What follows belongs to an exercise in optimizing a design on an open flow for small area; a production flow would make more cautious choices.
The RTL was checked by simulation tests, not by an equivalence proof against the original design.
No activity file was given, so power comes from the tool's default toggle rates.

// legCpu
module legCpu #(
	parameter int dataWidth = 64
) (
	input  logic clk,
	input  logic reset,
	input  logic [legPkg::instrWidth-1:0] instr,
	output logic [63:0] iaddr,
	output logic [63:0] daddr,
	output logic [63:0] writeData,
	output logic memWrite,
	input  logic [63:0] readData
);
Size: ~7,000 cells after synthesis, ~290 I/O pins, about 0.088 mm2 of cells after synthesis.
Settings: LEC_CHECK=0, CAP_MARGIN=20, CORE_MARGIN=2, CORE_UTILIZATION=70, PLACE_DENSITY=0.78, SLEW_MARGIN=20, SYNTH_HIERARCHICAL=1; clock period 9.0 ns.
standard.sh (not shown) runs the stock make flow with config.mk's settings and CLKGATE_MAP_FILE= SYNTH_SCRIPT=/design/flow/synth_recipe.tcl, a recipe that flattens the netlist after the stock synthesis.
==> flow/flow/run.sh <==
#!/bin/bash
# Layout flow: the standard flow (standard.sh), with two changes:
# ports are buffered with the smallest buffer, and the clock tree is
# built from clkbuf_8 sink clusters without dummy loads.
export BUFFER_PORTS_ARGS="-buffer_cell sky130_fd_sc_hd__buf_1"
export CTS_ARGS="-sink_clustering_enable -repair_clock_nets -dont_use_dummy_load -sink_clustering_size 18 -sink_clustering_max_diameter 70 -buf_list sky130_fd_sc_hd__clkbuf_8"
bash standard.sh finish > standard.log 2>&1
==> next run, changes <==
==> flow/flow/run.sh (replaced) <==
#!/bin/bash
# Layout flow: the standard flow (standard.sh), with two changes:
# ports are buffered with the smallest buffer, and the clock tree is
# built from larger sink clusters without dummy loads.
export BUFFER_PORTS_ARGS="-buffer_cell sky130_fd_sc_hd__buf_1"
export CTS_ARGS="-sink_clustering_enable -repair_clock_nets -dont_use_dummy_load -sink_clustering_size 30 -sink_clustering_max_diameter 100"
bash standard.sh finish > standard.log 2>&1
Settings changed: CORE_UTILIZATION 70 to 66, PLACE_DENSITY 0.78 to 0.74.
Result: Count of clock-buffer cells in the layout decreases by 66. Power grows slightly. Clock power increases by a few percent. Hold slack is better by 0.0045 ns. Synthesized area stays the same. Design area is higher slightly. Global-route usage goes down by 5.2 points. Synthesized cell count does not change.
==> next run, changes <==
Settings changed: CORE_UTILIZATION 66 to 70, PLACE_DENSITY 0.74 to 0.78.
Cell count goes down by 1.4%. Sequential share of layout area goes up by 0.21 points. Final area goes down by 0.40%. Clock power stays flat. Power is about the same. Via count goes up by 3.1%. Synthesized cell count does not change. First-iteration DRC count goes up by 16%.

* * *

## run A
Another version of the RTL of legCpu (not shown whole).
Size: ~7,000 cells after synthesis, roughly 2,500 flip-flops, about 290 I/O pins.
==> flow/design.v (excerpt) <==
module legCpu #(
	parameter int dataWidth = 64
) (
	input  logic clk,
	input  logic reset,
	input  logic [legPkg::instrWidth-1:0] instr,
	output logic [63:0] iaddr,
	output logic [63:0] daddr,
	output logic [63:0] writeData,
	output logic memWrite,
	input  logic [63:0] readData
);
clock: 9.0 ns
lec_check: 0
cap_margin: 20
core_margin: 2
core_utilization: 62
place_density: 0.7
slew_margin: 20
synth_hierarchical: 1
==> flow/flow/run.sh <==
#!/bin/bash
# Layout flow: the standard flow (standard.sh), with two changes:
# ports are buffered with the smallest buffer, and the clock tree is
# built from larger sink clusters without dummy loads.
export BUFFER_PORTS_ARGS="-buffer_cell sky130_fd_sc_hd__buf_1"
export CTS_ARGS="-sink_clustering_enable -repair_clock_nets -dont_use_dummy_load -sink_clustering_size 30 -sink_clustering_max_diameter 100"
bash standard.sh finish > standard.log 2>&1
Looking at the reports, run A completed the entire flow and the layout it produced met the timing, DRC and antenna checks.
Here is what was changed in the inputs of run B compared with run A.
- swapping 62 for 70 in CORE_UTILIZATION
- swapping 0.7 for 0.78 in PLACE_DENSITY
==> run notes <==
Reported for run B and run A, cell depth of the worst hold path turned out identical to the last digit.
In run B the placement-stage cell area turned out 470 µm² lower than in run A.
Pre-CTS setup slack delta (run B − run A): favourable
Between run A and run B, sequential cell area share increased.
Looking only at slack of the worst reg-to-reg path, and setting everything else aside, the lower value of run B and run A goes to run B.
Run B vs. run A: clock network latency to the later pin of the worst-skew pair rose by 0.02 ns; power per standard cell area rose by 0.66 nW/µm².
Modified inputs, run C compared to run B
- PLACE_DENSITY: 0.78 -> 0.6
- CORE_UTILIZATION: 70 -> 50
--- a/flow/flow/run.sh
+++ b/flow/flow/run.sh
@@ -5,3 +5,3 @@
 export BUFFER_PORTS_ARGS="-buffer_cell sky130_fd_sc_hd__buf_1"
-export CTS_ARGS="-sink_clustering_enable -repair_clock_nets -dont_use_dummy_load -sink_clustering_size 30 -sink_clustering_max_diameter 100"
+export CTS_ARGS="-sink_clustering_enable -repair_clock_nets -dont_use_dummy_load -sink_clustering_size 25 -sink_clustering_max_diameter 120"
 bash standard.sh finish > standard.log 2>&1
==> comparison <==
Run C completed every stage of the flow, and the final layout passed the timing, DRC and antenna checks.
Run C ended with less hold slack than run B.
Between run C and run B, area growth from synthesis to layout is higher for run C, run B comes in under that.
Number of fill cells in the layout on run C is up relative to run B.
met3 routing resource usage after global routing in run C is 19 points lower than in run B
